This design comes from an exercise in tuning for small area on the open sky130 flow, not from production work.
Only simulation tests tie the RTL to the original design; equivalence was not proved.
Power figures rest on the tool's default switching activity, not on a simulated workload. The clock port is modelled as an ideal driver; clocking choices that lean on that would not hold on a real chip.

**standard.sh**
```bash
#!/bin/bash
# synth_recipe.tcl (not shown) runs the flow's synth.tcl, then flattens the netlist and writes it again
# the make line also repeats each setting of config.mk as NAME=value (left out here)
make -C /OpenROAD-flow-scripts/flow DESIGN_CONFIG=/design/flow/config.mk WORK_HOME=/design/flow/orfs CLKGATE_MAP_FILE= SYNTH_SCRIPT=/design/flow/synth_recipe.tcl "${@:-finish}"
```
**flow/run.sh**
```bash
#!/bin/bash
# Standard layout, but with the smallest buffer on every input and output port.
set -euo pipefail
export BUFFER_PORTS_ARGS="-buffer_cell sky130_fd_sc_hd__buf_1"
bash standard.sh > standard.log 2>&1
```
**constraint.sdc**
```tcl
create_clock -name core_clock -period 6.5 [get_ports {clk}]
set_input_delay 1.3000 -clock core_clock [delete_from_list [all_inputs] [get_ports {clk}]]
set_output_delay 1.3000 -clock core_clock [all_outputs]
set_load 0.01 [all_outputs]
```
**design.v**
```verilog
package mnist_frame_binarizer_pkg;
    localparam int IMG_W      = 28;
    localparam int IMG_H      = 28;
    localparam int CROP_OFF   = 4;
    localparam int CROP_W     = 20;
    localparam int PIX_W      = 8;
    localparam int THRESH     = 128;
    localparam int NET_INPUTS = CROP_W * CROP_W;
    localparam int COL_W = $clog2(IMG_W);
    localparam int ROW_W = $clog2(IMG_H);
    localparam int K_W   = $clog2(NET_INPUTS);
    localparam logic [COL_W-1:0] COL_LAST    = COL_W'(IMG_W - 1);
    localparam logic [ROW_W-1:0] ROW_LAST    = ROW_W'(IMG_H - 1);
    localparam logic [COL_W-1:0] COL_CROP_LO = COL_W'(CROP_OFF);
    localparam logic [COL_W-1:0] COL_CROP_HI = COL_W'(CROP_OFF + CROP_W - 1);
    localparam logic [ROW_W-1:0] ROW_CROP_LO = ROW_W'(CROP_OFF);
    localparam logic [ROW_W-1:0] ROW_CROP_HI = ROW_W'(CROP_OFF + CROP_W - 1);
    localparam logic [PIX_W-1:0] THRESH_V    = PIX_W'(THRESH);
    typedef enum logic {
        FILL = 1'b0,
        HOLD = 1'b1
    } state_t;
endpackage
module mnist_crop_counter
(
    input  logic           clk,
    input  logic           rst_n,
    input  logic           beat,
    input  logic           in_last,
    output logic           in_crop,
    output logic           is_final
);
    localparam logic [4:0] X_FIRST = 5'(32 - mnist_frame_binarizer_pkg::CROP_OFF);
    localparam logic [4:0] X_LAST  = 5'(mnist_frame_binarizer_pkg::IMG_W - 1 - mnist_frame_binarizer_pkg::CROP_OFF);
    logic [4:0] row_q;
    logic [4:0] col_q;
    logic       col_end;
    logic       restart;
    logic       col_step;
    logic       row_step;
    always_comb begin
        col_end  = (col_q == X_LAST);
        in_crop  = (row_q < 5'(mnist_frame_binarizer_pkg::CROP_W)) && (col_q < 5'(mnist_frame_binarizer_pkg::CROP_W));
        is_final = (row_q == X_LAST) && col_end;
        restart  = beat && (is_final || in_last || col_end);
        col_step = beat && !(is_final || in_last || col_end);
        row_step = beat && col_end && !(is_final || in_last);
    end
    always_ff @(posedge clk or negedge rst_n) begin
        if (!rst_n) begin
            col_q <= X_FIRST;
        end else if (restart) begin
            col_q <= X_FIRST;
        end else if (col_step) begin
            col_q <= col_q + 5'd1;
        end
    end
    always_ff @(posedge clk or negedge rst_n) begin
        if (!rst_n) begin
            row_q <= X_FIRST;
        end else if (beat && (is_final || in_last)) begin
            row_q <= X_FIRST;
        end else if (row_step) begin
            row_q <= row_q + 5'd1;
        end
    end
endmodule
module mnist_frame_binarizer
(
    input  logic                  clk,
    input  logic                  rst_n,
    input  logic                  in_valid,
    output logic                  in_ready,
    input  logic [mnist_frame_binarizer_pkg::PIX_W-1:0] in_pixel,
    input  logic                  in_last,
    output logic                  out_valid,
    input  logic                  out_ready,
    output logic [mnist_frame_binarizer_pkg::NET_INPUTS-1:0] out_frame,
    output logic                  frame_err
    ,
    output logic [7:0]            err_cnt
);
    logic                  hold_q;
    logic [mnist_frame_binarizer_pkg::NET_INPUTS-1:0] asm_q;
    logic                  beat;
    logic                  pix_bit;
    logic                  in_crop;
    logic                  is_final;
    logic                  frame_done;
    logic                  out_free;
    logic                  out_take;
    logic                  load;
    assign in_ready = !hold_q;
    mnist_crop_counter u_cnt (
        .clk      (clk),
        .rst_n    (rst_n),
        .beat     (beat),
        .in_last  (in_last),
        .in_crop  (in_crop),
        .is_final (is_final)
    );
    always_comb begin
        beat       = in_valid && !hold_q;
        pix_bit    = (in_pixel >= mnist_frame_binarizer_pkg::THRESH_V);
        frame_done = beat && is_final && in_last;
        out_free   = !out_valid || out_ready;
        out_take   = out_valid && out_ready;
        load       = (frame_done && out_free) || (hold_q && out_take);
    end
    always_ff @(posedge clk) begin
        if (beat && in_crop) begin
            asm_q <= {pix_bit, asm_q[mnist_frame_binarizer_pkg::NET_INPUTS-1:1]};
        end
        if (load) begin
            out_frame <= asm_q;
        end
    end
    always_ff @(posedge clk or negedge rst_n) begin
        if (!rst_n) begin
            hold_q    <= 1'b0;
            out_valid <= 1'b0;
            frame_err <= 1'b0;
        end else begin
            hold_q    <= hold_q ? !out_ready : (frame_done && !out_free);
            out_valid <= load || (out_valid && !out_ready);
            frame_err <= beat && (in_last != is_final);
        end
    end
    logic err_inc;
    assign err_inc = frame_err && !(&err_cnt);
    always_ff @(posedge clk or negedge rst_n) begin
        if (!rst_n) begin
            err_cnt <= '0;
        end else begin
            err_cnt <= err_cnt + {7'd0, err_inc};
        end
    end
endmodule
```
**config.mk**
```make
export PLATFORM = sky130hd
export DESIGN_NAME = mnist_frame_binarizer
export DESIGN_NICKNAME = mnist_frame_binarizer
export VERILOG_FILES = /design/flow/design.v
export SDC_FILE = /design/flow/constraint.sdc
export NUM_CORES = 4
export LEC_CHECK = 0
export CAP_MARGIN = 0
export CORE_MARGIN = 2
export CORE_UTILIZATION = 60
export CTS_BUF_LIST = sky130_fd_sc_hd__clkbuf_16
export CTS_CLUSTER_DIAMETER = 200
export CTS_CLUSTER_SIZE = 30
export GPL_TIMING_DRIVEN = 0
export SLEW_MARGIN = 0
```
==> key figures, run 1 <==
Synthesis
  • Count of cell types in the netlist: 35
  • Cells after synthesis: 899
  • Post-synthesis sequential area ratio: 97.9%
  • Yosys warnings: 2
  • Top-area cell type share of the netlist area: 95.8%
  • Post-synth EDFFs: 800
  • Post-synth top area cell: edfxtp_1
  • Asr flop ratio synth: 2.56%
  • Cell with the most instances after synthesis: edfxtp_1
  • Main flop type after synthesis: edfxtp_1
  • Synth top area cells: edfxtp_1 96%, dfrtp_1 1.5%, dfstp_2 0.63%
  • Commonest cells post-synth: 800 x edfxtp_1, 15 x dfrtp_1, 11 x nand2_1
  • Flops & latches, synth: 821
  • Mapped Area: 25100 sq um
  • Mapped Nets: 917
  • Synthesized area per cell: 27.9 sq um

Floorplan
  • Num ports: 424
  • # rows: 74
  • Die Area: 43400 sq um
  • Vert. Die Dim: 208 um
  • Area of the core: 41000 sq um
  • Initial core utilization: 61.1%
  • Die W: 208 um

STA
  • Fin crit share: 56.1%
  • Peak Freq: 274 MHz
  • Minimum clock period: 3.65 ns
  • Setup TNS: 0 ns
  • WHS: 0.431 ns
  • Final number of setup-violating endpoints: 0
  • Fin. max-slew vios: 0
  • Final hold violations: 0
  • RSZ-0062 raised after global routing: false
  • Worst rel slew slack: 20.0%
  • Setup Skew: 0.0267 ns
  • Worst slew pin tran: 1.20 ns

Power and ir drop
  • LEAKAGE: 6.49 nW
  • Pwr dens: 282 nW/um^2
  • Peak VDD IR: 0.246 mV

Min path
  • Hold Crit Depth: 0
  • Worst hold-check path type: reg -> reg
  • Hold path start: asm_q[0]$_DFFE_PP_
  • Hold Crit Endpoint: out_frame[0]$_DFFE_PP_

Placed design
  • Placed inst area: 27900 sq um
  • IO buf count: 415
  • Placer Congestion: 0.787
  • Dpl hpwl: 29300 um

Critical path
  • Worst Setup End Kind: register
  • Crit path DAT: 3.97 ns
  • Startpoint Class: register
  • Worst R2R Setup Slack: 2.85 ns
  • WS Path Type: reg -> reg
  • RR Endpoint: out_frame[47]$_DFFE_PP_
  • Critical Path Start: u_cnt.col_q[0]$_DFFE_PN0P_
  • RR Startpoint: u_cnt.col_q[0]$_DFFE_PN0P_
  • Required @ worst endpoint: 6.82 ns
  • R2R cell count: 12
  • Worst-path fanout max: 19

Final layout
  • Syn-to-layout area delta: 14.8%
  • Final #Nets: 1395
  • # fillers: 2565
  • Util after Layout: 70.2%
  • Final instance area: 28800 sq um
  • Antenna diodes: 0
  • Layout cells sized above 1: 5.40%

Clock tree
  • Post-CTS sizing: 0
  • Clk root buf: clkbuf_16
  • Htree depth: 1
  • CTS tree: done
  • Clock Pin Slew Worst Setup and Hold Paths: 0.11 ns
  • CTS Hold Bufs: 0
  • CTS Buf Count: 31
  • Clk sinks: 821
  • Clock latency (worst-skew pair): 0.62 ns
  • Maximum clock path buffer count: 3
  • Post-CTS Setup Inserts: 0

GRT
  • Vias in the first global route: 9785
  • First-pass GRT wire length: 61800 um
  • Largest net degree at the start of global routing: 70
  • Initial antenna violation count: 0
  • Grt total ovfl: 0
  • Tot GR Track Use: 19.2%

Drt
  • DR vias/cell: 5.24
  • DR vias: 10065
  • First drt pass iteration count: 5
  • DRT iter0 DRCs: 810
  • Wire per inst: 22.1 um
  • Routed WL: 42500 um
  • Final ANT Viol Nets: 0
  • # DRC: 0

Flow run
  • Max cap viols: 0

Outcome
  • Status: finished clean
[worst max path at each step]
stage | to | slack (ns) | cells past startpoint
after CTS | out_frame[44]$_DFFE_PP_ | 2.82 | 12
after global routing | out_frame[47]$_DFFE_PP_ | 2.63 | 12
after detailed placement | out_frame[44]$_DFFE_PP_ | 2.53 | 10
final | out_frame[47]$_DFFE_PP_ | 2.85 | 12
after global placement | out_frame[330]$_DFFE_PP_ | -10.01 | 3
after floorplan | out_frame[0]$_DFFE_PP_ | -5.30 | 2
[area by class of cell]
cell class                      count  area [sq um]  share of cell area (%)
Buffer                              3          13.8                  0.0478
Clock buffer                       31           776                    2.69
Clock inverter                     13          65.1                   0.226
Inverter                            2          7.51                  0.0261
Multi-Input combinational cell     73           509                    1.77
Sequential cell                   821         24600                    85.3
Tap cell                          532           666                    2.31
Timing Repair Buffer              445          2200                    7.63
[layout by cell type (no fill, tap or decap), types with 3 or more instances in the layout]
cell / netlist / final
nand2_1: 11 / 11
dfstp_2: 6 / 6
o21ai_1: 4 / 4
ha_1: 5 / 5
nand4_1: 3 / 3
buf_1: 0 / 415
xor2_1: 4 / 4
nor2_1: 6 / 6
a21oi_1: 5 / 5
buf_16: 0 / 15
edfxtp_1: 800 / 800
nor2b_1: 3 / 3
inv_1: 2 / 14
dfrtp_1: 15 / 15
clkbuf_16: 0 / 31
buf_8: 0 / 15
nand3_1: 4 / 4
[per-layer routing]
metal	up-vias	track usage, %	part of all wire, %
li1	4554	-	-
met4	0	6.08	3.4
met1	5112	26.1	39
met3	65	7.91	10
met2	334	29.0	47
met5	-	0	0
[power by group]
part / switching (mW) / total, mW / internal (mW)
Sequential: 0.0301 / 5.77 / 5.74
Clock: 1.41 / 2.28 / 0.875
Combinational: 0.0352 / 0.0615 / 0.0263
[sequential cells by signal (all words and copies together) (netlist names)]
name	count
u_cnt.row_q	5
err_cnt	8
frame_err	1
u_cnt.col_q	5
hold_q	1
out_frame	400
asm_q	400
out_valid	1
[cell families (layout without fill, tap and decap cells)]
family / after synthesis / count (layout) / share of synthesized area, %
AOI/OAI and AO/OA: 23 / 23 / 0.629
and+or+nand+nor: 39 / 39 / 0.878
adders and majority gates: 5 / 5 / 0.250
DFF: 821 / 821 / 97.9
buffers and inverters: 5 / 494 / 0.0848
xor gates and xnor gates: 6 / 6 / 0.210
[metrics by stage]
| step | cells | total power, mW | setup WS (ns) |
|---|---|---|---|
| floorplan | 899 | 5.92 | -5.30 |
| global placement | 1846 | 5.94 | -10.01 |
| detailed placement | 1876 | 5.95 | 2.53 |
| CTS | 1920 | 8.19 | 2.82 |
| global route | 1920 | 8.35 | 2.63 |
| finish | 1920 | 8.11 | 2.85 |
[critical path, stage by stage (launching register included)]
cell     delay, ns
dfrtp_1       0.41
ha_1          0.23
and4b_1       0.30
and3_4        0.25
nand3_4       0.10
o31ai_4       0.69
buf_8         0.28
buf_8         0.22
buf_16        0.17
buf_8         0.17
buf_16        0.17
buf_16        0.16
buf_16        0.16
==> run 2, diff against run 1 <==
--- a/config.mk
+++ b/config.mk
@@ -9,3 +9,3 @@
 export CORE_MARGIN = 2
-export CORE_UTILIZATION = 60
+export CORE_UTILIZATION = 70
 export CTS_BUF_LIST = sky130_fd_sc_hd__clkbuf_16
@@ -13,3 +13,2 @@
 export CTS_CLUSTER_SIZE = 30
-export GPL_TIMING_DRIVEN = 0
 export SLEW_MARGIN = 0
==> run 2 against run 1 <==
Compared with the run above: fmax up 9.2%; cell area decreased by 2.2%; synthesized cell count did not move; via count fell by 1.0%; first-iteration DRC count up 10%; die area shrank 14%; critical path type is now in -> reg; largest cell class unchanged.
==> key figures, run 2 <==
Outcome
  • Status: finished clean

Floorplan
  • Die Area: 37300 sq um
  • Area of the core: 35400 sq um
  • # rows: 69
  • Num ports: 424
  • Initial core utilization: 70.8%
  • Die W: 193 um
  • Vert. Die Dim: 193 um

Synthesis
  • Cells after synthesis: 899
  • XOR/XNOR Fraction of Synth Area: 0.210%
  • Post-synthesis sequential area ratio: 97.9%
  • Largest family of logic cells by synthesized area: simple AND/OR/NAND/NOR gates
  • Synthesized area per cell: 27.9 sq um
  • Flops & latches, synth: 821
  • Top-area cell type share of the netlist area: 95.8%
  • Post-synth top area cell: edfxtp_1
  • Asr flop ratio synth: 2.56%
  • Count of cell types in the netlist: 35
  • Post-Synth Simple-Gate Area: 0.878%
  • Mapped Nets: 917
  • Adder-cell share of the synthesized area: 0.250%
  • Commonest cells post-synth: 800 x edfxtp_1, 15 x dfrtp_1, 11 x nand2_1
  • Cell with the most instances after synthesis: edfxtp_1
  • Main flop type after synthesis: edfxtp_1
  • Post-synthesis mux area share: 0%
  • Compound-Gate Fraction of Synth Area: 0.629%
  • Mapped Area: 25100 sq um
  • Post-synth EDFFs: 800
  • Synth top area cells: edfxtp_1 96%, dfrtp_1 1.5%, dfstp_2 0.63%
  • Yosys warnings: 2

Final layout
  • Biggest registers after layout: asm_q x400, out_frame x400, err_cnt x8
  • Commonest non-fill, non-tap cell in the layout: edfxtp_1
  • Commonest non-fill, non-tap cells in the layout: 800 x edfxtp_1, 416 x buf_1, 31 x clkbuf_16
  • Antenna diodes: 0
  • Layout Cells excl Fill: 1825
  • # fillers: 1775
  • Syn-to-layout area delta: 12.3%
  • Final #Nets: 1371
  • Layout cells sized above 1: 3.74%
  • Final instance area: 28200 sq um

GRT
  • M1 GR Usage: 30.0%
  • Tot GR Track Use: 22.0%
  • Largest net degree at the start of global routing: 193
  • Grt met3 use: 7.98%
  • Initial antenna violation count: 0
  • Met2 Usage GRT: 34.3%
  • Grt total ovfl: 0
  • Vias in the first global route: 9709
  • Busiest layer in global routing: met2
  • First-pass GRT wire length: 61000 um

Drt
  • Wire per inst: 22.8 um
  • # DRC: 0
  • DR vias: 9961
  • DR vias/cell: 5.46
  • Final ANT Viol Nets: 0
  • DRT iter0 DRCs: 891
  • First drt pass iteration count: 5
  • Routed WL: 41700 um

Min path
  • Hold Crit Endpoint: asm_q[194]$_DFFE_PP_
  • Hold path start: asm_q[195]$_DFFE_PP_
  • Worst hold-check path type: reg -> reg
  • Hold Crit Depth: 0

Power and ir drop
  • Net Sw Power: 1.46 mW
  • Comb pwr share: 0.8%
  • Peak VDD IR: 0.314 mV
  • LEAKAGE: 6.26 nW
  • Clock network fraction of total power: 28.0%
  • Reg power frac: 71.2%
  • Cell Int Power: 6.64 mW
  • Pwr dens: 288 nW/um^2
  • Sw Ratio: 18.0%
  • Total power: 8.10 mW

Clock tree
  • CTS tree: done
  • Clock Pin Slew Worst Setup and Hold Paths: 0.11 ns
  • Clk root buf: clkbuf_16
  • Clk sinks: 821
  • Htree depth: 1
  • Post-CTS Setup Inserts: 0
  • CTS Buf Count: 31
  • CTS Hold Bufs: 0
  • Post-CTS sizing: 0
  • Maximum clock path buffer count: 3
  • Clock latency (worst-skew pair): 0.60 ns

Placed design
  • IO buf count: 416
  • Placed inst area: 27300 sq um
  • Dpl cells: 1781
  • Dpl hpwl: 26400 um
  • Placer Congestion: 0.793
  • Dpl ws: 2.50 ns

STA
  • Peak Freq: 299 MHz
  • Fin crit share: 51.4%
  • RSZ-0062 raised after global routing: false
  • Final number of setup-violating endpoints: 0
  • Worst slew pin tran: 1.20 ns
  • Final hold violations: 0
  • Fin worst setup slack: 3.16 ns
  • Minimum clock period: 3.34 ns
  • Setup Skew: 0.0254 ns
  • Worst rel slew slack: 19.8%
  • Fin. max-slew vios: 0

Critical path
  • R2R cell count: 6
  • Startpoint Class: input pin
  • Required @ worst endpoint: 6.73 ns
  • Critical Path Stages: 4
  • Crit path DAT: 3.57 ns
  • Crit-path max cell delay: 0.92 ns
  • Worst-path fanout max: 87
  • Worst Setup End Kind: register
  • Crit-path cells: buf_1, nor2b_1, and3_4, buf_4
  • Delay-heaviest family, CP: simple AND/OR/NAND/NOR gates
  • Crit path max-delay cell type: buf_4
  • RR Endpoint: out_frame[345]$_DFFE_PP_
  • WS Path Type: in -> reg
  • RR Startpoint: u_cnt.col_q[0]$_DFFE_PN0P_
  • Worst R2R Setup Slack: 3.43 ns
  • WP buf/inv: 2

Flow run
  • Max cap viols: 0
-- run 2: cell counts after synthesis --
No cell type changed its count.
-- run 2: area by class of cell --
class | count | area (sq um) | area share [%]
Multi-Input combinational cell | 73 | 509 | 1.81
Clock inverter | 13 | 65.1 | 0.231
Clock buffer | 31 | 776 | 2.75
Inverter | 2 | 7.51 | 0.0267
Tap cell | 461 | 577 | 2.05
Sequential cell | 821 | 24600 | 87.2
Timing Repair Buffer | 424 | 1670 | 5.94
-- run 2: worst max path at each step --
stage	startpoint	endpoint	slack, ns
2_1_floorplan	in_last	out_frame[0]$_DFFE_PP_	-5.30
3_3_place_gp	in_valid	asm_q[274]$_DFFE_PP_	2.54
3_5_place_dp	in_valid	asm_q[285]$_DFFE_PP_	2.50
4_1_cts	in_valid	asm_q[272]$_DFFE_PP_	3.16
5_1_grt	in_valid	asm_q[288]$_DFFE_PP_	2.93
6_report	in_valid	asm_q[250]$_DFFE_PP_	3.16
-- run 2: power by group through the flow --
stage / combinational (mW) / clock [mW] / sequential [mW]
floorplan: 0.0309 / 0 / 5.89
global placement: 0.0589 / 0 / 5.88
detailed placement: 0.0620 / 0 / 5.89
CTS: 0.0623 / 2.33 / 5.76
global route: 0.0687 / 2.48 / 5.77
finish: 0.0612 / 2.27 / 5.77
-- run 2: per-layer routing --
| metal | wire length [um] | share of wire (%) | vias up |
|---|---|---|---|
| li1 | - | - | 4494 |
| met1 | 15900 | 38 | 4997 |
| met2 | 19800 | 48 | 412 |
| met3 | 4500 | 11 | 58 |
| met4 | 1460 | 3.5 | 0 |
| met5 | 0 | 0 | - |
-- run 2: per-stage QoR --
step           util (%)  hold slack [ns]   TNS, ns
5_1_grt            79.6            0.461         0
2_1_floorplan         -            0.400  -2120.56
4_1_cts            79.6            0.452         0
6_report           79.6            0.451         0
3_5_place_dp       77.2            0.421         0
3_3_place_gp       77.2            0.406         0
-- run 2: cell families after synthesis --
| group | count (synthesis) |
|---|---|
| simple gates | 39 |
| flops | 821 |
| fa+ha+maj | 5 |
| compound gates | 23 |
| xor+xnor | 6 |
| buf+inv | 5 |
-- run 2: worst register-to-register path: cells and delay by family (launching register included) --
| family | cells | cell delay, ns |
|---|---|---|
| compound gates | 1 | 0.44 |
| flops | 1 | 0.41 |
| buf+inv | 1 | 0.60 |
| simple gates | 3 | 0.65 |
| fa+ha+maj | 1 | 0.25 |
==> run 3, diff against run 2 <==
--- a/config.mk
+++ b/config.mk
@@ -9,3 +9,3 @@
 export CORE_MARGIN = 2
-export CORE_UTILIZATION = 70
+export CORE_UTILIZATION = 50
 export CTS_BUF_LIST = sky130_fd_sc_hd__clkbuf_16
==> run 3 against run 2 <==
Compared with the run above: final cell count grew 12%; total power rose by 0.24%; count of clock-buffer cells in the layout unchanged; largest power group unchanged; worst setup slack worse by 0.051 ns.
==> key figures, run 3 <==
STA
  • WHS: 0.436 ns
  • Fin crit share: 52.2%
  • Final hold violations: 0
  • Minimum clock period: 3.39 ns
  • Fin. max-slew vios: 0
  • Fin worst setup slack: 3.11 ns
  • RSZ-0062 raised after global routing: false
  • Peak Freq: 295 MHz
  • Worst rel slew slack: 25.3%
  • Final number of setup-violating endpoints: 0
  • Setup Skew: 0.0279 ns
  • Worst slew pin tran: 1.12 ns

Floorplan
  • # rows: 82
  • Die W: 228 um
  • Initial core utilization: 50.3%
  • Area of the core: 49900 sq um
  • Die Area: 51900 sq um
  • Num ports: 424
  • Vert. Die Dim: 228 um

Synthesis
  • Cell with the most instances after synthesis: edfxtp_1
  • Yosys warnings: 2
  • Post-synth EDFFs: 800
  • Post-synth top area cell: edfxtp_1
  • Synth top area cells: edfxtp_1 96%, dfrtp_1 1.5%, dfstp_2 0.63%
  • Cells after synthesis: 899
  • Synthesized area per cell: 27.9 sq um
  • Top-area cell type share of the netlist area: 95.8%
  • Mapped Nets: 917
  • Commonest cells post-synth: 800 x edfxtp_1, 15 x dfrtp_1, 11 x nand2_1
  • Flops & latches, synth: 821
  • Mapped Area: 25100 sq um
  • Count of cell types in the netlist: 35
  • Main flop type after synthesis: edfxtp_1
  • Asr flop ratio synth: 2.56%
  • Post-synthesis sequential area ratio: 97.9%

Clock tree
  • Post-CTS Setup Inserts: 0
  • Clock latency (worst-skew pair): 0.61 ns
  • Clk root buf: clkbuf_16
  • Htree depth: 1
  • CTS Buf Count: 31
  • Post-CTS sizing: 0
  • Clock Pin Slew Worst Setup and Hold Paths: 0.11 ns
  • CTS Hold Bufs: 0
  • Clk sinks: 821
  • CTS tree: done
  • Maximum clock path buffer count: 3

Critical path
  • Crit path max-delay cell type: o31ai_4
  • Worst-path fanout max: 181
  • WS Path Type: reg -> reg
  • Crit-path cells: ha_1, and4b_1, and3_4, nand3_4, o31ai_4, buf_12
  • Startpoint Class: register
  • Required @ worst endpoint: 6.72 ns
  • Crit-path max cell delay: 0.75 ns
  • Crit path DAT: 3.61 ns
  • Worst Setup End Kind: register

GRT
  • Largest net degree at the start of global routing: 182
  • Vias in the first global route: 9617
  • Tot GR Track Use: 15.2%
  • First-pass GRT wire length: 60100 um
  • Grt total ovfl: 0
  • Initial antenna violation count: 0

Final layout
  • Util after Layout: 57.0%
  • Layout Cells excl Fill: 2036
  • Syn-to-layout area delta: 13.4%
  • Commonest non-fill, non-tap cells in the layout: 800 x edfxtp_1, 416 x buf_1, 31 x clkbuf_16
  • Commonest non-fill, non-tap cell in the layout: edfxtp_1
  • Final #Nets: 1371
  • Antenna diodes: 0
  • Biggest registers after layout: asm_q x400, out_frame x400, err_cnt x8
  • Layout cells sized above 1: 3.74%

Flow run
  • Max cap viols: 0

Power and ir drop
  • Pwr dens: 285 nW/um^2
  • Total power: 8.12 mW
  • LEAKAGE: 6.26 nW
  • Peak VDD IR: 0.200 mV

Placed design
  • IO buf count: 416
  • Placer Congestion: 0.774
  • Dpl ws: 2.48 ns
  • Dpl cells: 1992
  • Dpl hpwl: 26100 um

Drt
  • Wire per inst: 20.1 um
  • DR vias/cell: 4.81
  • DR vias: 9796
  • DRT iter0 DRCs: 965
  • Routed WL: 41000 um
  • First drt pass iteration count: 4
  • Final ANT Viol Nets: 0
  • # DRC: 0

Outcome
  • Status: finished clean

Min path
  • Worst hold-check path type: reg -> reg
## run 3: layout make-up
cell class / instances / area [sq um]
Clock buffer: 31 / 776
Clock inverter: 13 / 65.1
Fill cell: 3792 / 21400
Inverter: 2 / 7.51
Multi-Input combinational cell: 73 / 509
Sequential cell: 821 / 24600
Tap cell: 672 / 841
Timing Repair Buffer: 424 / 1680
## run 3: worst paths after layout
check                           depth (start not counted)  slack [ns]                    endpoint                        from
max in group asynchronous                               1        4.94  u_cnt.row_q[1]$_DFFE_PN0P_                       rst_n
min in group asynchronous                               1        0.88            hold_q$_DFF_PN0_                       rst_n
worst min-delay path                                    0        0.44    out_frame[233]$_DFFE_PP_        asm_q[233]$_DFFE_PP_
worst min register to register                          0        0.44    out_frame[233]$_DFFE_PP_        asm_q[233]$_DFFE_PP_
worst max register to register                          6        3.11      out_frame[5]$_DFFE_PP_  u_cnt.col_q[0]$_DFFE_PN0P_
worst max-delay path                                    6        3.11      out_frame[5]$_DFFE_PP_  u_cnt.col_q[0]$_DFFE_PN0P_
## run 3: kinds of logic (layout without fill, tap and decap cells)
logic type,Yosys count,count (layout),synth area share [%]
adders and majority gates,5,5,0.250
and+or+nand+nor,39,39,0.878
AOI/OAI and AO/OA,23,23,0.629
DFF,821,821,97.9
buffers and inverters,5,470,0.0848
xor gates and xnor gates,6,6,0.210
## run 3: where the power goes
group          internal (mW)  switching [mW]  total [mW]
registers               5.74          0.0282        5.76
clock network          0.876            1.42        2.29
logic                 0.0260          0.0352      0.0613
total                   6.64            1.48        8.12
## run 3: critical path, delay by kind of cell (launching register included)
| kind | cells | cell delay (ns) |
|---|---|---|
| fa+ha+maj | 1 | 0.23 |
| buf+inv | 1 | 0.66 |
| simple gates | 3 | 0.64 |
| flops | 1 | 0.41 |
| compound gates | 1 | 0.75 |
## run 3: through the flow
step	cell area [sq um]	TNS, ns
finish	28400	0
detailed placement	27600	0
floorplan	25100	-2120.56
global placement	27600	0
global route	28400	0
CTS	28400	0
## run 3: per-layer routing
| layer | up-vias | track usage (%) | wire [um] |
|---|---|---|---|
| met5 | - | 0 | 0 |
| met4 | 0 | 3.43 | 753 |
| met3 | 45 | 4.58 | 3220 |
| met2 | 254 | 23.6 | 19400 |
| met1 | 4997 | 21.7 | 17700 |
| li1 | 4500 | - | - |
==> run 4, diff against run 3 <==
--- a/config.mk
+++ b/config.mk
@@ -9,6 +9,6 @@
 export CORE_MARGIN = 2
-export CORE_UTILIZATION = 50
+export CORE_UTILIZATION = 60
 export CTS_BUF_LIST = sky130_fd_sc_hd__clkbuf_16
 export CTS_CLUSTER_DIAMETER = 200
-export CTS_CLUSTER_SIZE = 30
+export CTS_CLUSTER_SIZE = 33
 export SLEW_MARGIN = 0
==> run 4 against run 3 <==
Compared with the run above: worst hold slack worse by 0.0070 ns; register-to-register slack better by 0.22 ns; critical endpoint is now asm_q[167]$_DFFE_PP_; synthesized cell count unchanged; still clean on timing, DRC and antenna; sequential power about the same; utilization up 12 points; largest cell class unchanged; routed wire length up 2.5%; clock skew down 0.010 ns.
==> key figures, run 4 <==
Power and ir drop
  • Reg power frac: 71.5%
  • Peak VDD IR: 0.234 mV
  • Cell Int Power: 6.62 mW
  • Sw Ratio: 18.0%
  • LEAKAGE: 6.23 nW
  • Clock network fraction of total power: 27.8%
  • Net Sw Power: 1.45 mW
  • Pwr dens: 286 nW/um^2
  • Comb pwr share: 0.8%

Placed design
  • Dpl hpwl: 27000 um
  • Placed inst area: 27400 sq um
  • IO buf count: 416
  • Dpl ws: 2.60 ns
  • Placer Congestion: 0.774

GRT
  • First-pass GRT wire length: 61300 um
  • Initial antenna violation count: 0
  • Tot GR Track Use: 19.1%
  • Grt total ovfl: 0
  • Vias in the first global route: 9819
  • Largest net degree at the start of global routing: 161

Clock tree
  • Post-CTS Setup Inserts: 0
  • CTS Hold Bufs: 0
  • Clk sinks: 821
  • Htree depth: 1
  • Clk root buf: clkbuf_16
  • Clock latency (worst-skew pair): 0.61 ns
  • Maximum clock path buffer count: 3
  • CTS tree: done
  • Clock Pin Slew Worst Setup and Hold Paths: 0.11 ns
  • Post-CTS sizing: 0
  • CTS Buf Count: 28

Critical path
  • R2R cell count: 6
  • Critical Path Start: in_valid
  • RR Startpoint: u_cnt.col_q[0]$_DFFE_PN0P_
  • Crit path DAT: 3.48 ns
  • WS Path Type: in -> reg
  • RR Endpoint: out_frame[288]$_DFFE_PP_
  • Critical Path Sink: asm_q[167]$_DFFE_PP_
  • Worst R2R Setup Slack: 3.33 ns
  • Startpoint Class: input pin
  • Worst Setup End Kind: register
  • Worst-path fanout max: 129
  • Required @ worst endpoint: 6.74 ns

STA
  • WHS: 0.429 ns
  • Fin crit share: 49.8%
  • Final hold violations: 0
  • Peak Freq: 309 MHz
  • Fin worst setup slack: 3.26 ns
  • Setup Skew: 0.0177 ns
  • Fin. max-slew vios: 0
  • Minimum clock period: 3.24 ns
  • Final number of setup-violating endpoints: 0
  • RSZ-0062 raised after global routing: false
  • Worst rel slew slack: 32.8%
  • Worst slew pin tran: 1.01 ns

Final layout
  • Commonest non-fill, non-tap cells in the layout: 800 x edfxtp_1, 416 x buf_1, 29 x clkbuf_16
  • Syn-to-layout area delta: 12.6%
  • Util after Layout: 68.8%
  • Final #Nets: 1369
  • Final instance area: 28200 sq um
  • Layout cells sized above 1: 3.67%
  • Antenna diodes: 0
  • Commonest non-fill, non-tap cell in the layout: edfxtp_1
  • Biggest registers after layout: asm_q x400, out_frame x400, err_cnt x8

Drt
  • Wire per inst: 22.2 um
  • # DRC: 0
  • DR vias: 9949
  • Routed WL: 42000 um
  • Final ANT Viol Nets: 0
  • DRT iter0 DRCs: 924
  • DR vias/cell: 5.26
  • First drt pass iteration count: 5

Outcome
  • Status: finished clean

Synthesis
  • Cell with the most instances after synthesis: edfxtp_1
  • Cells after synthesis: 899
  • Count of cell types in the netlist: 35
  • Post-synth top area cell: edfxtp_1
  • Commonest cells post-synth: 800 x edfxtp_1, 15 x dfrtp_1, 11 x nand2_1
  • Main flop type after synthesis: edfxtp_1
  • Synthesized area per cell: 27.9 sq um
  • Asr flop ratio synth: 2.56%
  • Flops & latches, synth: 821
  • Yosys warnings: 2
  • Mapped Nets: 917
  • Mapped Area: 25100 sq um
  • Synth top area cells: edfxtp_1 96%, dfrtp_1 1.5%, dfstp_2 0.63%
  • Post-synth EDFFs: 800
  • Top-area cell type share of the netlist area: 95.8%
  • Post-synthesis sequential area ratio: 97.9%

Floorplan
  • Die Area: 43400 sq um
  • Num ports: 424
  • Area of the core: 41000 sq um
  • Initial core utilization: 61.1%
  • Die W: 208 um
  • # rows: 74
  • Vert. Die Dim: 208 um

Flow run
  • Max cap viols: 0

Min path
  • Worst hold-check path type: reg -> reg
## run 4: changes by cell type in the layout (fill, tap and decap cells not counted), sizes merged
cell	previous run	this run
inv	15	12
bufinv	0	1
clkbuf	31	29
buf	424	425
## run 4: through the flow
step | TNS [ns] | std cells | power [mW]
after floorplan | -2120.56 | 899 | 5.92
after global placement | 0 | 1853 | 5.94
after detailed placement | 0 | 1853 | 5.95
after CTS | 0 | 1893 | 8.14
after global routing | 0 | 1893 | 8.31
final | 0 | 1893 | 8.07
## run 4: kinds of logic (layout without fill, tap and decap cells)
| group | after synthesis | after routing | synth area share, % |
|---|---|---|---|
| fa+ha+maj | 5 | 5 | 0.250 |
| simple gates | 39 | 39 | 0.878 |
| flops | 821 | 821 | 97.9 |
| compound gates | 23 | 23 | 0.629 |
| xor+xnor | 6 | 6 | 0.210 |
| buf+inv | 5 | 467 | 0.0848 |
## run 4: final cells by class
type | count | area [sq um]
multi-input cells | 73 | 509
well taps | 532 | 666
flip-flops and latches | 821 | 24600
repair buffers | 425 | 1690
inverters | 2 | 7.51
clock buffers | 29 | 726
fillers | 2589 | 12800
clock inverters | 11 | 67.6
## run 4: how the worst min path moves through the flow
stage | cells after the start | slack (ns) | startpoint | endpoint
after floorplan | 0 | 0.40 | asm_q[0]$_DFFE_PP_ | out_frame[0]$_DFFE_PP_
after global placement | 0 | 0.41 | asm_q[0]$_DFFE_PP_ | out_frame[0]$_DFFE_PP_
after detailed placement | 0 | 0.40 | asm_q[0]$_DFFE_PP_ | out_frame[0]$_DFFE_PP_
after CTS | 0 | 0.43 | asm_q[0]$_DFFE_PP_ | out_frame[0]$_DFFE_PP_
after global routing | 0 | 0.45 | asm_q[239]$_DFFE_PP_ | out_frame[239]$_DFFE_PP_
final | 0 | 0.43 | asm_q[0]$_DFFE_PP_ | out_frame[0]$_DFFE_PP_
## run 4: worst max-delay path, stage by stage
cell	delay, ns
buf_1	0.13
nor2b_1	0.60
and3_4	0.72
buf_12	0.58
## run 4: per-layer routing
layer  track usage (%)  vias up  share of wire, %
li1                  -     4490                 -
met1              26.4     5043                41
met2              28.6      352                46
met3              6.85       64                10
met4              6.77        0               3.4
met5                 0        -                 0
## run 4: power by group through the flow
stage	Sequential, mW	Combinational (mW)	Clock, mW
final	5.76	0.0615	2.24
after CTS	5.77	0.0632	2.32
after global routing	5.77	0.0692	2.47
after floorplan	5.89	0.0309	0
after global placement	5.88	0.0606	0
after detailed placement	5.89	0.0631	0
==> run 5, diff against run 4 <==
--- a/config.mk
+++ b/config.mk
@@ -12,3 +12,3 @@
 export CTS_CLUSTER_DIAMETER = 200
-export CTS_CLUSTER_SIZE = 33
+export CTS_CLUSTER_SIZE = 30
 export SLEW_MARGIN = 0
==> run 5 against run 4 <==
Compared with the run above: first-iteration DRC count rose by 14%; clock power grew 2%; still clean; worst hold slack about the same; register-to-register slack got worse by 0.02 ns.
==> key figures, run 5 <==
Final layout
  • FF+latch area: 24600 sq um
  • Commonest non-fill, non-tap cells in the layout: 800 x edfxtp_1, 416 x buf_1, 31 x clkbuf_16
  • Commonest non-fill, non-tap cell in the layout: edfxtp_1
  • Final instance area: 28300 sq um
  • Area of the multi-input gates: 509 sq um
  • Layout cells sized above 1: 3.81%
  • Biggest registers after layout: asm_q x400, out_frame x400, err_cnt x8
  • Syn-to-layout area delta: 12.8%
  • Final #Nets: 1372
  • # fillers: 2584
  • Layout Cells excl Fill: 1897
  • Antenna diodes: 0
  • Util after Layout: 68.9%

STA
  • RSZ-0062 raised after global routing: false
  • Worst slew pin tran: 1.00 ns
  • Final hold violations: 0
  • Peak Freq: 310 MHz
  • Setup Skew: 0.0251 ns
  • Fin worst setup slack: 3.27 ns
  • Final number of setup-violating endpoints: 0
  • Minimum clock period: 3.23 ns
  • WHS: 0.430 ns
  • Fin. max-slew vios: 0
  • Setup TNS: 0 ns
  • Worst rel slew slack: 33.1%
  • Fin crit share: 49.7%

Critical path
  • Delay-heaviest family, CP: simple AND/OR/NAND/NOR gates
  • Required @ worst endpoint: 6.75 ns
  • Startpoint Class: input pin
  • Crit path DAT: 3.48 ns
  • Crit path max-delay cell type: and3_4
  • Worst Setup End Kind: register
  • WS Path Type: in -> reg
  • Crit-path max cell delay: 0.73 ns
  • Worst-path fanout max: 129
  • Crit-path cells: buf_1, nor2b_1, and3_4, buf_12
  • WP buf/inv: 2

Min path
  • Worst hold-check path type: reg -> reg

Placed design
  • Placer Congestion: 0.774
  • Dpl cells: 1853
  • IO buf count: 416
  • Placed inst area: 27400 sq um
  • Dpl hpwl: 27000 um
  • Dpl ws: 2.60 ns

Synthesis
  • Commonest cells post-synth: 800 x edfxtp_1, 15 x dfrtp_1, 11 x nand2_1
  • Cells after synthesis: 899
  • Top-area cell type share of the netlist area: 95.8%
  • Post-synth EDFFs: 800
  • Synthesized area per cell: 27.9 sq um
  • Mapped Area: 25100 sq um
  • Main flop type after synthesis: edfxtp_1
  • Flops & latches, synth: 821
  • Synth top area cells: edfxtp_1 96%, dfrtp_1 1.5%, dfstp_2 0.63%
  • Count of cell types in the netlist: 35
  • Asr flop ratio synth: 2.56%
  • Cell with the most instances after synthesis: edfxtp_1
  • Mapped Nets: 917
  • Post-synthesis sequential area ratio: 97.9%
  • Post-synth top area cell: edfxtp_1
  • Yosys warnings: 2

GRT
  • Vias in the first global route: 9796
  • Grt total ovfl: 0
  • Initial antenna violation count: 0
  • First-pass GRT wire length: 61400 um
  • Tot GR Track Use: 19.1%
  • Largest net degree at the start of global routing: 161

Outcome
  • Status: finished clean

Floorplan
  • Num ports: 424
  • Die W: 208 um
  • # rows: 74
  • Die Area: 43400 sq um
  • Initial core utilization: 61.1%
  • Area of the core: 41000 sq um
  • Vert. Die Dim: 208 um

Clock tree
  • Post-CTS Setup Inserts: 0
  • Clk root buf: clkbuf_16
  • Clk sinks: 821
  • Post-CTS sizing: 0
  • Clock Pin Slew Worst Setup and Hold Paths: 0.10 ns
  • Maximum clock path buffer count: 3
  • CTS Hold Bufs: 0
  • CTS Buf Count: 31
  • Htree depth: 1
  • Clock latency (worst-skew pair): 0.62 ns
  • CTS tree: done

Drt
  • First drt pass iteration count: 5
  • Final ANT Viol Nets: 0
  • DR vias/cell: 5.21
  • # DRC: 0
  • DRT iter0 DRCs: 1055
  • Routed WL: 42200 um
  • DR vias: 9892
  • Wire per inst: 22.2 um

Flow run
  • Max cap viols: 0

Power and ir drop
  • LEAKAGE: 6.26 nW
  • Pwr dens: 287 nW/um^2
  • Peak VDD IR: 0.218 mV
  • Total power: 8.12 mW
run 5: cell counts after synthesis:
Identical to the previous run, type by type.
run 5: where the power goes:
| group | switching, mW | internal, mW | total [mW] | leakage, nW |
|---|---|---|---|---|
| registers | 0.0294 | 5.74 | 5.76 | 5.05 |
| clock network | 1.41 | 0.876 | 2.29 | 0.456 |
| logic | 0.0351 | 0.0265 | 0.0616 | 0.761 |
| total | 1.48 | 6.64 | 8.12 | 6.26 |
run 5: logic make-up (layout without fill, tap and decap cells):
group	count (synthesis)	count (layout)	synth area share (%)
AO/OA/AOI/OAI	23	23	0.629
flip-flops	821	821	97.9
buffers and inverters	5	471	0.0848
adder cells (fa/ha/maj)	5	5	0.250
AND/OR/NAND/NOR	39	39	0.878
XOR/XNOR	6	6	0.210
run 5: worst paths after layout:
kind                                            start                         end  slack [ns]  depth (start not counted)
min reg2reg                        asm_q[0]$_DFFE_PP_      out_frame[0]$_DFFE_PP_        0.43                          0
max in group asynchronous                       rst_n  u_cnt.row_q[2]$_DFFE_PN1P_        5.58                          2
min                                asm_q[0]$_DFFE_PP_      out_frame[0]$_DFFE_PP_        0.43                          0
max                                          in_valid        asm_q[166]$_DFFE_PP_        3.27                          4
min in group asynchronous                       rst_n  u_cnt.col_q[1]$_DFFE_PN0P_        0.64                          2
max reg2reg                u_cnt.col_q[0]$_DFFE_PN0P_    out_frame[283]$_DFFE_PP_        3.31                          6
run 5: cell type report:
cell class                 instances  share of cell area, %
multi-input combinational         73                   1.80
timing repair buffer             425                   5.98
clock inverter                    13                  0.230
tap                              532                   2.35
sequential                       821                   86.9
inverter                           2                 0.0266
clock buffer                      31                   2.74
run 5: routing by layer:
layer	part of all wire, %	GRT usage [%]	vias up
met4	3.0	6.40	0
met2	46	29.0	331
met1	40	26.2	5005
li1	-	-	4500
met3	10	7.05	56
met5	0	0	-
==> run 6, diff against run 5 <==
--- a/config.mk
+++ b/config.mk
@@ -9,6 +9,6 @@
 export CORE_MARGIN = 2
-export CORE_UTILIZATION = 60
+export CORE_UTILIZATION = 70
 export CTS_BUF_LIST = sky130_fd_sc_hd__clkbuf_16
 export CTS_CLUSTER_DIAMETER = 200
-export CTS_CLUSTER_SIZE = 30
+export CTS_CLUSTER_SIZE = 31
 export SLEW_MARGIN = 0
==> run 6 against run 5 <==
Compared with the run above: via count increased by 0.51%; worst setup slack got worse by 0.14 ns; final cell count decreased by 3.8%; utilization increased by 11 points; first-iteration DRC count decreased by 24%; area after synthesis unchanged; highest routed layer unchanged; largest power group unchanged; fmax decreased by 4.1%; non-clock buffer count decreased by 1; sequential share of layout area increased by 0.36 points; routed wire length decreased by 3.0%; worst hold slack improved by 0.017 ns.
==> key figures, run 6 <==
Outcome
  • Status: finished clean

Drt
  • Wire per inst: 22.4 um
  • First drt pass iteration count: 5
  • Final ANT Viol Nets: 0
  • Routed WL: 40900 um
  • # DRC: 0
  • DR vias/cell: 5.45
  • DRT iter0 DRCs: 807
  • DR vias: 9942

STA
  • Minimum clock period: 3.37 ns
  • RSZ-0062 raised after global routing: false
  • Final hold violations: 0
  • Fin. max-slew vios: 0
  • Fin worst setup slack: 3.13 ns
  • Worst rel slew slack: 19.7%
  • Final number of setup-violating endpoints: 0
  • Peak Freq: 297 MHz
  • Setup Skew: 0.0204 ns
  • Worst slew pin tran: 1.20 ns
  • Fin crit share: 51.8%

Clock tree
  • CTS tree: done
  • CTS Buf Count: 30
  • Post-CTS Setup Inserts: 0
  • Maximum clock path buffer count: 3
  • CTS Hold Bufs: 0
  • Post-CTS sizing: 0
  • Clock Pin Slew Worst Setup and Hold Paths: 0.10 ns
  • Clock latency (worst-skew pair): 0.59 ns
  • Clk root buf: clkbuf_16
  • Htree depth: 1
  • Clk sinks: 821

Final layout
  • Antenna diodes: 0
  • FF+latch area: 24600 sq um
  • Final #Nets: 1370
  • Layout Cells excl Fill: 1824
  • Final instance area: 28200 sq um
  • Commonest non-fill, non-tap cells in the layout: 800 x edfxtp_1, 416 x buf_1, 31 x clkbuf_16
  • Commonest non-fill, non-tap cell in the layout: edfxtp_1
  • Area of the multi-input gates: 509 sq um
  • Syn-to-layout area delta: 12.3%
  • Biggest registers after layout: asm_q x400, out_frame x400, err_cnt x8
  • Layout cells sized above 1: 3.74%
  • # fillers: 1753

GRT
  • Tot GR Track Use: 21.6%
  • Largest net degree at the start of global routing: 193
  • Initial antenna violation count: 0
  • First-pass GRT wire length: 59800 um
  • Vias in the first global route: 9611
  • Grt total ovfl: 0

Placed design
  • Placer Congestion: 0.793
  • Dpl cells: 1781
  • IO buf count: 416
  • Placed inst area: 27300 sq um
  • Dpl hpwl: 26400 um
  • Dpl ws: 2.50 ns

Floorplan
  • Num ports: 424
  • Die W: 193 um
  • Area of the core: 35400 sq um
  • Vert. Die Dim: 193 um
  • # rows: 69
  • Initial core utilization: 70.8%
  • Die Area: 37300 sq um

Power and ir drop
  • Total power: 8.07 mW
  • Clock network fraction of total power: 27.8%
  • Net Sw Power: 1.43 mW
  • Comb pwr share: 0.8%
  • Cell Int Power: 6.63 mW
  • Pwr dens: 287 nW/um^2
  • Sw Ratio: 17.8%
  • Peak VDD IR: 0.310 mV
  • Reg power frac: 71.5%
  • LEAKAGE: 6.25 nW

Synthesis
  • Post-synthesis sequential area ratio: 97.9%
  • Asr flop ratio synth: 2.56%
  • Main flop type after synthesis: edfxtp_1
  • Cell with the most instances after synthesis: edfxtp_1
  • Mapped Nets: 917
  • Commonest cells post-synth: 800 x edfxtp_1, 15 x dfrtp_1, 11 x nand2_1
  • Synthesized area per cell: 27.9 sq um
  • Top-area cell type share of the netlist area: 95.8%
  • Flops & latches, synth: 821
  • Yosys warnings: 2
  • Count of cell types in the netlist: 35
  • Mapped Area: 25100 sq um
  • Post-synth top area cell: edfxtp_1
  • Post-synth EDFFs: 800
  • Cells after synthesis: 899
  • Synth top area cells: edfxtp_1 96%, dfrtp_1 1.5%, dfstp_2 0.63%

Critical path
  • Startpoint Class: input pin
  • Required @ worst endpoint: 6.71 ns
  • Crit-path cells: buf_1, nor2b_1, and3_4, buf_4
  • WS Path Type: in -> reg
  • Crit path DAT: 3.58 ns
  • Crit-path max cell delay: 0.91 ns
  • Crit path max-delay cell type: buf_4
  • Worst R2R Setup Slack: 3.41 ns
  • Worst Setup End Kind: register
  • Worst-path fanout max: 87

Flow run
  • Max cap viols: 0

Min path
  • Worst hold-check path type: reg -> reg
run 6: cell counts after synthesis:
No cell type changed its count.
run 6: path summary, 6_finish.rpt:
kind | start | to | cells past startpoint
setup reg to reg | u_cnt.col_q[0]$_DFFE_PN0P_ | out_frame[332]$_DFFE_PP_ | 6
setup / recovery | in_valid | asm_q[134]$_DFFE_PP_ | 4
max in group asynchronous | rst_n | err_cnt[0]$_DFF_PN0_ | 1
hold / removal | asm_q[201]$_DFFE_PP_ | out_frame[201]$_DFFE_PP_ | 0
hold reg to reg | asm_q[201]$_DFFE_PP_ | out_frame[201]$_DFFE_PP_ | 0
min in group asynchronous | rst_n | err_cnt[1]$_DFF_PN0_ | 1
run 6: critical path, delay by kind of cell:
kind                   cells  cell delay, ns
and+or+nand+nor            2            1.18
buffers and inverters      2            1.04
run 6: metal layers:
metal	global-route usage, %	wire length, um	vias to the layer above
met1	29.8	15700	4970
met5	0	0	-
met4	6.79	1370	0
li1	-	-	4493
met3	7.78	4440	63
met2	33.3	19400	416
run 6: power by group through the flow:
stage / clock network [mW] / logic (mW) / registers (mW)
CTS: 2.29 / 0.0623 / 5.76
global placement: 0 / 0.0589 / 5.88
finish: 2.24 / 0.0614 / 5.77
global route: 2.45 / 0.0688 / 5.77
floorplan: 0 / 0.0309 / 5.89
detailed placement: 0 / 0.0620 / 5.89
run 6: per-stage QoR:
step / setup TNS [ns] / hold WS, ns / utilization, %
2_1_floorplan: -2120.56 / 0.400 / -
3_3_place_gp: 0 / 0.406 / 77.2
3_5_place_dp: 0 / 0.421 / 77.2
4_1_cts: 0 / 0.452 / 79.5
5_1_grt: 0 / 0.458 / 79.5
6_report: 0 / 0.447 / 79.5
run 6: cells by family (layout without fill, tap and decap cells):
group / Yosys count / in the layout / share of synthesized area, %
buffers and inverters: 5 / 469 / 0.0848
adders and majority gates: 5 / 5 / 0.250
AOI/OAI and AO/OA: 23 / 23 / 0.629
DFF: 821 / 821 / 97.9
and+or+nand+nor: 39 / 39 / 0.878
xor gates and xnor gates: 6 / 6 / 0.210
run 6: final cells by class:
| type | instances | area share, % |
|---|---|---|
| Clock buffer | 31 | 2.76 |
| Timing Repair Buffer | 424 | 5.94 |
| Multi-Input combinational cell | 73 | 1.81 |
| Clock inverter | 12 | 0.204 |
| Sequential cell | 821 | 87.2 |
| Inverter | 2 | 0.0267 |
| Tap cell | 461 | 2.05 |
==> run 7, diff against run 6 <==
--- a/flow/run.sh
+++ b/flow/run.sh
@@ -4,2 +4,4 @@
 export BUFFER_PORTS_ARGS="-buffer_cell sky130_fd_sc_hd__buf_1"
+# The standard clock tree settings, without dummy loads on the leaf nets.
+export CTS_ARGS="-sink_clustering_enable -repair_clock_nets -sink_clustering_size 31 -sink_clustering_max_diameter 200 -buf_list sky130_fd_sc_hd__clkbuf_16 -dont_use_dummy_load"
 bash standard.sh > standard.log 2>&1
==> run 7 against run 6 <==
Compared with the run above: still clean on timing, DRC and antenna; die area unchanged; total power fell by 0.91%; routed wire length down 0.15%; largest cell class unchanged; highest routed layer unchanged.
==> key figures, run 7 <==
Synthesis
  • Synth top area cells: edfxtp_1 96%, dfrtp_1 1.5%, dfstp_2 0.63%
  • Mapped Nets: 917
  • Synthesized area per cell: 27.9 sq um
  • Asr flop ratio synth: 2.56%
  • Cell with the most instances after synthesis: edfxtp_1
  • Count of cell types in the netlist: 35
  • Top-area cell type share of the netlist area: 95.8%
  • Post-synth top area cell: edfxtp_1
  • Post-synth EDFFs: 800
  • Cells after synthesis: 899
  • Mapped Area: 25100 sq um
  • Flops & latches, synth: 821
  • Yosys warnings: 2
  • Main flop type after synthesis: edfxtp_1
  • Post-synthesis sequential area ratio: 97.9%
  • Commonest cells post-synth: 800 x edfxtp_1, 15 x dfrtp_1, 11 x nand2_1

Critical path
  • WS Path Type: in -> reg
  • Startpoint Class: input pin
  • Worst-path fanout max: 87
  • Worst Setup End Kind: register
  • Worst R2R Setup Slack: 3.43 ns
  • Required @ worst endpoint: 6.67 ns
  • Crit path DAT: 3.58 ns

GRT
  • Grt total ovfl: 0
  • Largest net degree at the start of global routing: 193
  • Vias in the first global route: 9621
  • Initial antenna violation count: 0
  • First-pass GRT wire length: 59800 um
  • Tot GR Track Use: 21.6%

Floorplan
  • Vert. Die Dim: 193 um
  • Area of the core: 35400 sq um
  • Die W: 193 um
  • Initial core utilization: 70.8%
  • # rows: 69
  • Die Area: 37300 sq um
  • Num ports: 424

Drt
  • # DRC: 0
  • Final ANT Viol Nets: 0
  • Wire per inst: 22.5 um
  • First drt pass iteration count: 5
  • DR vias: 9898
  • DR vias/cell: 5.47
  • DRT iter0 DRCs: 828
  • Routed WL: 40800 um

Clock tree
  • CTS Hold Bufs: 0
  • Maximum clock path buffer count: 3
  • Clk root buf: clkbuf_16
  • CTS Buf Count: 30
  • Post-CTS Setup Inserts: 0
  • Clk sinks: 821
  • Clock latency (worst-skew pair): 0.59 ns
  • Htree depth: 1
  • CTS tree: done
  • Clock Pin Slew Worst Setup and Hold Paths: 0.11 ns
  • Post-CTS sizing: 0

Power and ir drop
  • Peak VDD IR: 0.294 mV
  • Comb pwr share: 0.8%
  • Clock network fraction of total power: 27.1%
  • Total power: 7.99 mW
  • Sw Ratio: 17.5%
  • Reg power frac: 72.1%
  • Pwr dens: 285 nW/um^2
  • Net Sw Power: 1.40 mW
  • LEAKAGE: 6.17 nW
  • Cell Int Power: 6.59 mW

Placed design
  • Dpl ws: 2.50 ns
  • Dpl hpwl: 26400 um
  • Placed inst area: 27300 sq um
  • IO buf count: 416
  • Dpl cells: 1781
  • Placer Congestion: 0.793

Final layout
  • Biggest registers after layout: asm_q x400, out_frame x400, err_cnt x8
  • Area of the multi-input gates: 509 sq um
  • Commonest non-fill, non-tap cell in the layout: edfxtp_1
  • Layout Cells excl Fill: 1811
  • Final instance area: 28100 sq um
  • # fillers: 1762
  • Syn-to-layout area delta: 12.0%
  • Final #Nets: 1370
  • Util after Layout: 79.3%
  • Layout cells sized above 1: 3.63%
  • Antenna diodes: 0
  • FF+latch area: 24600 sq um
  • Commonest non-fill, non-tap cells in the layout: 800 x edfxtp_1, 416 x buf_1, 30 x clkbuf_16

STA
  • Final hold violations: 0
  • Worst slew pin tran: 1.20 ns
  • Final number of setup-violating endpoints: 0
  • Worst rel slew slack: 19.8%
  • Minimum clock period: 3.40 ns
  • Setup TNS: 0 ns
  • Fin. max-slew vios: 0
  • WHS: 0.430 ns
  • Setup Skew: 0.0416 ns
  • RSZ-0062 raised after global routing: false
  • Fin crit share: 52.3%
  • Peak Freq: 294 MHz
  • Fin worst setup slack: 3.10 ns

Outcome
  • Status: finished clean

Flow run
  • Max cap viols: 0

Min path
  • Worst hold-check path type: reg -> reg
[run 7: cell types whose count changed in the layout (fill, tap and decap cells not counted), sizes merged]
cell / delta
inv: -12
clkbuf: -1
[run 7: cell families after synthesis]
| logic type | after synthesis | synth area share, % |
|---|---|---|
| xor+xnor | 6 | 0.210 |
| buf+inv | 5 | 0.0848 |
| simple gates | 39 | 0.878 |
| compound gates | 23 | 0.629 |
| flops | 821 | 97.9 |
| fa+ha+maj | 5 | 0.250 |
[run 7: routing by layer]
layer  GRT usage [%]  vias to the layer above  share of wire (%)
li1                -                     4484                  -
met3            7.88                       63                 11
met1            29.7                     4940                 38
met4            6.45                        0                3.4
met2            33.5                      411                 47
met5               0                        -                  0
[run 7: worst max-delay path, stage by stage]
cell	delay, ns
buf_1	0.13
nor2b_1	0.63
and3_4	0.55
buf_4	0.90
[run 7: cell type report]
| type | instances | area share, % |
|---|---|---|
| multi-input combinational | 73 | 1.81 |
| clock buffer | 30 | 2.67 |
| tap | 461 | 2.05 |
| inverter | 2 | 0.0267 |
| sequential | 821 | 87.5 |
| timing repair buffer | 424 | 5.95 |
[run 7: power by group through the flow]
stage                     Combinational (mW)  Clock (mW)  Sequential, mW
after global placement                0.0589           0            5.88
after CTS                             0.0623        2.22            5.76
final                                 0.0613        2.17            5.77
after global routing                  0.0687        2.37            5.77
after floorplan                       0.0309           0            5.89
after detailed placement              0.0620           0            5.89
[run 7: path summary, 6_finish.rpt]
kind                                                  from                       end  cells after the start
worst max-delay path                              in_valid      asm_q[131]$_DFFE_PP_                      4
worst min-delay path                  asm_q[131]$_DFFE_PP_      asm_q[130]$_DFFE_PP_                      0
worst max register to register  u_cnt.col_q[0]$_DFFE_PN0P_  out_frame[357]$_DFFE_PP_                      6
worst min register to register        asm_q[131]$_DFFE_PP_      asm_q[130]$_DFFE_PP_                      0
max in group asynchronous                            rst_n          hold_q$_DFF_PN0_                      1
min in group asynchronous                            rst_n      err_cnt[1]$_DFF_PN0_                      1
==> run 8, diff against run 7 <==
==> flow/run.sh (replaced) <==
#!/bin/bash
# Standard layout, but with the smallest buffer on every input and output port.
set -euo pipefail
export BUFFER_PORTS_ARGS="-buffer_cell sky130_fd_sc_hd__buf_1"
# The standard clock tree settings, without dummy loads on the leaf nets.
export CTS_ARGS="-sink_clustering_enable -repair_clock_nets -sink_clustering_size 34 -sink_clustering_max_diameter 200 -buf_list sky130_fd_sc_hd__clkbuf_16 -dont_use_dummy_load"
bash standard.sh > standard.log 2>&1
--- a/config.mk
+++ b/config.mk
@@ -9,6 +9,6 @@
 export CORE_MARGIN = 2
-export CORE_UTILIZATION = 70
+export CORE_UTILIZATION = 80
 export CTS_BUF_LIST = sky130_fd_sc_hd__clkbuf_16
 export CTS_CLUSTER_DIAMETER = 200
-export CTS_CLUSTER_SIZE = 31
+export CTS_CLUSTER_SIZE = 34
 export SLEW_MARGIN = 0
==> run 8 against run 7 <==
Compared with the run above: the flow now stops in 3_5_place_dp; area after synthesis is the same; synthesized cell count stayed put.
==> key figures, run 8 <==
Synthesis
  • Compound-Gate Fraction of Synth Area: 0.629%
  • Top-area cell type share of the netlist area: 95.8%
  • Yosys warnings: 2
  • Cells after synthesis: 899
  • Adder-cell share of the synthesized area: 0.250%
  • Count of cell types in the netlist: 35
  • Post-synthesis mux area share: 0%
  • Post-synthesis sequential area ratio: 97.9%
  • Cell with the most instances after synthesis: edfxtp_1
  • Mapped Nets: 917
  • Largest family of logic cells by synthesized area: simple AND/OR/NAND/NOR gates
  • Post-Synth Simple-Gate Area: 0.878%
  • Synthesized area per cell: 27.9 sq um
  • Asr flop ratio synth: 2.56%
  • XOR/XNOR Fraction of Synth Area: 0.210%
  • Main flop type after synthesis: edfxtp_1
  • Commonest cells post-synth: 800 x edfxtp_1, 15 x dfrtp_1, 11 x nand2_1
  • Post-synth EDFFs: 800
  • Flops & latches, synth: 821
  • Mapped Area: 25100 sq um
  • Synth top area cells: edfxtp_1 96%, dfrtp_1 1.5%, dfstp_2 0.63%
  • Post-synth top area cell: edfxtp_1

Floorplan
  • # rows: 64
  • Initial core utilization: 81.5%
  • Vert. Die Dim: 181 um
  • Num ports: 424
  • Die W: 181 um

Outcome
  • Failed at: 3_5_place_dp
  • Error msg: Error: detail_place.tcl, 38 bad optional access
  • Status: stopped before the end

Placed design
  • Placer Congestion: 0.803
  • IO buf count: 416
==> run 8: cell counts after synthesis <==
Identical to the previous run, type by type.
==> run 8: power by group through the flow <==
| stage | clock (mW) | sequential, mW | combinational, mW |
|---|---|---|---|
| 3_3_place_gp | 0 | 5.88 | 0.0588 |
| 2_1_floorplan | 0 | 5.89 | 0.0309 |
==> run 8: kinds of logic after synthesis <==
family / count (synthesis)
xor gates and xnor gates: 6
AOI/OAI and AO/OA: 23
DFF: 821
buffers and inverters: 5
and+or+nand+nor: 39
adders and majority gates: 5
==> run 8: how the worst min path moves through the flow <==
stage / startpoint / endpoint / slack (ns) / depth (start not counted)
2_1_floorplan: asm_q[0]$_DFFE_PP_ / out_frame[0]$_DFFE_PP_ / 0.40 / 0
3_3_place_gp: asm_q[0]$_DFFE_PP_ / out_frame[0]$_DFFE_PP_ / 0.41 / 0
==> run 8: metrics by stage <==
step           hold slack (ns)  std cells  setup TNS (ns)  power, mW
3_3_place_gp             0.405       1716               0       5.94
2_1_floorplan            0.400        899        -2120.56       5.92
==> run 9, diff against run 8 <==
--- a/config.mk
+++ b/config.mk
@@ -9,3 +9,3 @@
 export CORE_MARGIN = 2
-export CORE_UTILIZATION = 80
+export CORE_UTILIZATION = 70
 export CTS_BUF_LIST = sky130_fd_sc_hd__clkbuf_16
@@ -13,2 +13,3 @@
 export CTS_CLUSTER_SIZE = 34
+export PLACE_DENSITY = 0.85
 export SLEW_MARGIN = 0
==> run 9 against run 8 <==
Compared with the run above: now clean on timing, DRC and antenna; area after synthesis is the same; synthesized cell count is the same.
==> key figures, run 9 <==
GRT
  • Vias in the first global route: 10239
  • Grt total ovfl: 0
  • Tot GR Track Use: 23.8%
  • Initial antenna violation count: 0
  • Largest net degree at the start of global routing: 189
  • First-pass GRT wire length: 65600 um

Drt
  • DR vias: 10202
  • # DRC: 0
  • Final ANT Viol Nets: 0
  • First drt pass iteration count: 5
  • DR vias/cell: 5.64
  • Routed WL: 44400 um
  • Wire per inst: 24.6 um
  • DRT iter0 DRCs: 1056

Clock tree
  • Post-CTS sizing: 0
  • Htree depth: 1
  • CTS Hold Bufs: 0
  • CTS Buf Count: 28
  • Clk sinks: 821
  • Post-CTS Setup Inserts: 0
  • Clock Pin Slew Worst Setup and Hold Paths: 0.12 ns
  • Maximum clock path buffer count: 3
  • Clock latency (worst-skew pair): 0.58 ns
  • CTS tree: done
  • Clk root buf: clkbuf_16

STA
  • Fin. max-slew vios: 0
  • Minimum clock period: 3.38 ns
  • RSZ-0062 raised after global routing: false
  • Final hold violations: 0
  • Final number of setup-violating endpoints: 0
  • Worst slew pin tran: 1.14 ns
  • Worst rel slew slack: 24.2%
  • Peak Freq: 296 MHz
  • Setup Skew: 0.0614 ns
  • Fin worst setup slack: 3.12 ns
  • Fin crit share: 52.0%

Floorplan
  • Area of the core: 35400 sq um
  • Die W: 193 um
  • Vert. Die Dim: 193 um
  • Num ports: 424
  • # rows: 69
  • Initial core utilization: 70.8%
  • Die Area: 37300 sq um

Placed design
  • Dpl ws: 2.62 ns
  • IO buf count: 416
  • Dpl hpwl: 28000 um
  • Placer Congestion: 0.814

Synthesis
  • Flops & latches, synth: 821
  • Post-synth top area cell: edfxtp_1
  • Count of cell types in the netlist: 35
  • Main flop type after synthesis: edfxtp_1
  • Cells after synthesis: 899
  • Mapped Nets: 917
  • Cell with the most instances after synthesis: edfxtp_1
  • Commonest cells post-synth: 800 x edfxtp_1, 15 x dfrtp_1, 11 x nand2_1
  • Post-synthesis sequential area ratio: 97.9%
  • Top-area cell type share of the netlist area: 95.8%
  • Post-synth EDFFs: 800
  • Yosys warnings: 2
  • Synth top area cells: edfxtp_1 96%, dfrtp_1 1.5%, dfstp_2 0.63%
  • Mapped Area: 25100 sq um
  • Synthesized area per cell: 27.9 sq um
  • Asr flop ratio synth: 2.56%

Final layout
  • FF+latch area: 24600 sq um
  • Biggest registers after layout: asm_q x400, out_frame x400, err_cnt x8
  • Commonest non-fill, non-tap cells in the layout: 800 x edfxtp_1, 416 x buf_1, 28 x clkbuf_16
  • Final #Nets: 1368
  • Syn-to-layout area delta: 11.8%
  • Antenna diodes: 0
  • Area of the multi-input gates: 509 sq um
  • Commonest non-fill, non-tap cell in the layout: edfxtp_1
  • Layout cells sized above 1: 3.49%
  • # fillers: 1674

Power and ir drop
  • Total power: 7.96 mW
  • LEAKAGE: 6.15 nW
  • Pwr dens: 284 nW/um^2
  • Peak VDD IR: 0.339 mV

Critical path
  • Critical Path Sink: out_frame[280]$_DFFE_PP_
  • R2R cell count: 7
  • RR Startpoint: u_cnt.col_q[0]$_DFFE_PN0P_
  • Worst-path fanout max: 188
  • Required @ worst endpoint: 6.71 ns
  • Worst R2R Setup Slack: 3.12 ns
  • WS Path Type: reg -> reg
  • Crit path DAT: 3.59 ns
  • Worst Setup End Kind: register
  • RR Endpoint: out_frame[280]$_DFFE_PP_
  • Critical Path Start: u_cnt.col_q[0]$_DFFE_PN0P_
  • Startpoint Class: register

Outcome
  • Status: finished clean

Flow run
  • Max cap viols: 0

Min path
  • Worst hold-check path type: reg -> reg
run 9: layer usage:
layer  wire length, um  up-vias  track usage [%]
met1             16200     5174             31.3
li1                  -     4481                -
met2             23000      487             40.8
met4               979        0             5.48
met3              4290       60             6.45
met5                 0        -                0
run 9: critical path, cell delays in order, from the launching register on:
cell,delay [ns]
dfrtp_1,0.44
ha_1,0.27
and4b_1,0.33
and3_4,0.26
nand3_4,0.09
o31ai_4,0.25
buf_4,0.42
buf_12,0.61
run 9: worst min path at each step:
stage	from	endpoint	slack, ns	depth (start not counted)
after floorplan	asm_q[0]$_DFFE_PP_	out_frame[0]$_DFFE_PP_	0.40	0
after CTS	asm_q[318]$_DFFE_PP_	asm_q[317]$_DFFE_PP_	0.39	0
after global placement	asm_q[0]$_DFFE_PP_	out_frame[0]$_DFFE_PP_	0.40	0
after detailed placement	asm_q[0]$_DFFE_PP_	out_frame[0]$_DFFE_PP_	0.43	0
after global routing	asm_q[318]$_DFFE_PP_	asm_q[317]$_DFFE_PP_	0.40	0
final	asm_q[318]$_DFFE_PP_	out_frame[318]$_DFFE_PP_	0.41	0
run 9: cell type report:
type / count / area share (%)
well taps: 461 / 2.06
flip-flops and latches: 821 / 87.6
multi-input cells: 73 / 1.82
clock buffers: 28 / 2.50
inverters: 2 / 0.0268
repair buffers: 424 / 6.01
run 9: through the flow:
step	util [%]	TNS, ns	cells	cell area (sq um)	hold slack, ns
5_1_grt	79.2	0	1809	28000	0.401
2_1_floorplan	-	-2120.56	899	25100	0.400
4_1_cts	79.2	0	1809	28000	0.394
6_report	79.2	0	1809	28000	0.414
3_5_place_dp	77.2	0	1781	27300	0.426
3_3_place_gp	77.2	0	1781	27300	0.403
run 9: cells by family after synthesis:
kind of cell    share of synthesized area (%)
fa+ha+maj                               0.250
buf+inv                                0.0848
simple gates                            0.878
flops                                    97.9
compound gates                          0.629
xor+xnor                                0.210
run 9: power by group:
group | internal (mW) | switching [mW]
registers | 5.74 | 0.0311
clock network | 0.779 | 1.35
logic | 0.0264 | 0.0372
total | 6.54 | 1.42

static timing again, ports no longer ideal:
How much do the figures lean on ideal ports? The routed layouts below were timed once more, with nothing changed but the port constraints.
Step 1: set_driving_cell puts a clkbuf_16 on clk and a buf_2 on each other input, an assumption about the parent block.
Step 2 also shifts input and output timing later by t, the mid clock arrival at the registers, as if the neighbouring blocks saw the same clock.
Three values: ideal, step 1, step 2; two values: the first two.
| run | shift t [ns] | setup WS [ns] | latest minus earliest clock arrival (ns) | cell pins on the clock port's net |
|---|---|---|---|---|
| run 1 | 0.659 | 2.853 / 2.853 / 2.563 | 0.027 / 0.027 | 1 |
| run 2 | 0.645 | 3.159 / 3.191 / 2.546 | 0.027 / 0.027 | 1 |
| run 3 | 0.651 | 3.108 / 3.108 / 2.543 | 0.029 / 0.029 | 1 |
| run 4 | 0.658 | 3.260 / 3.291 / 2.633 | 0.025 / 0.024 | 1 |
| run 5 | 0.657 | 3.271 / 3.298 / 2.642 | 0.025 / 0.025 | 1 |
| run 6 | 0.635 | 3.132 / 3.161 / 2.526 | 0.021 / 0.021 | 1 |
| run 7 | 0.623 | 3.098 / 3.129 / 2.507 | 0.042 / 0.041 | 1 |
| run 9 | 0.615 | 3.120 / 3.120 / 2.643 | 0.083 / 0.083 | 1 |
After both steps setup and hold are still met in every run listed. The setup slack of run 5, which loses most, moves by +0.027 ns with the drivers and by -0.629 ns with both steps.
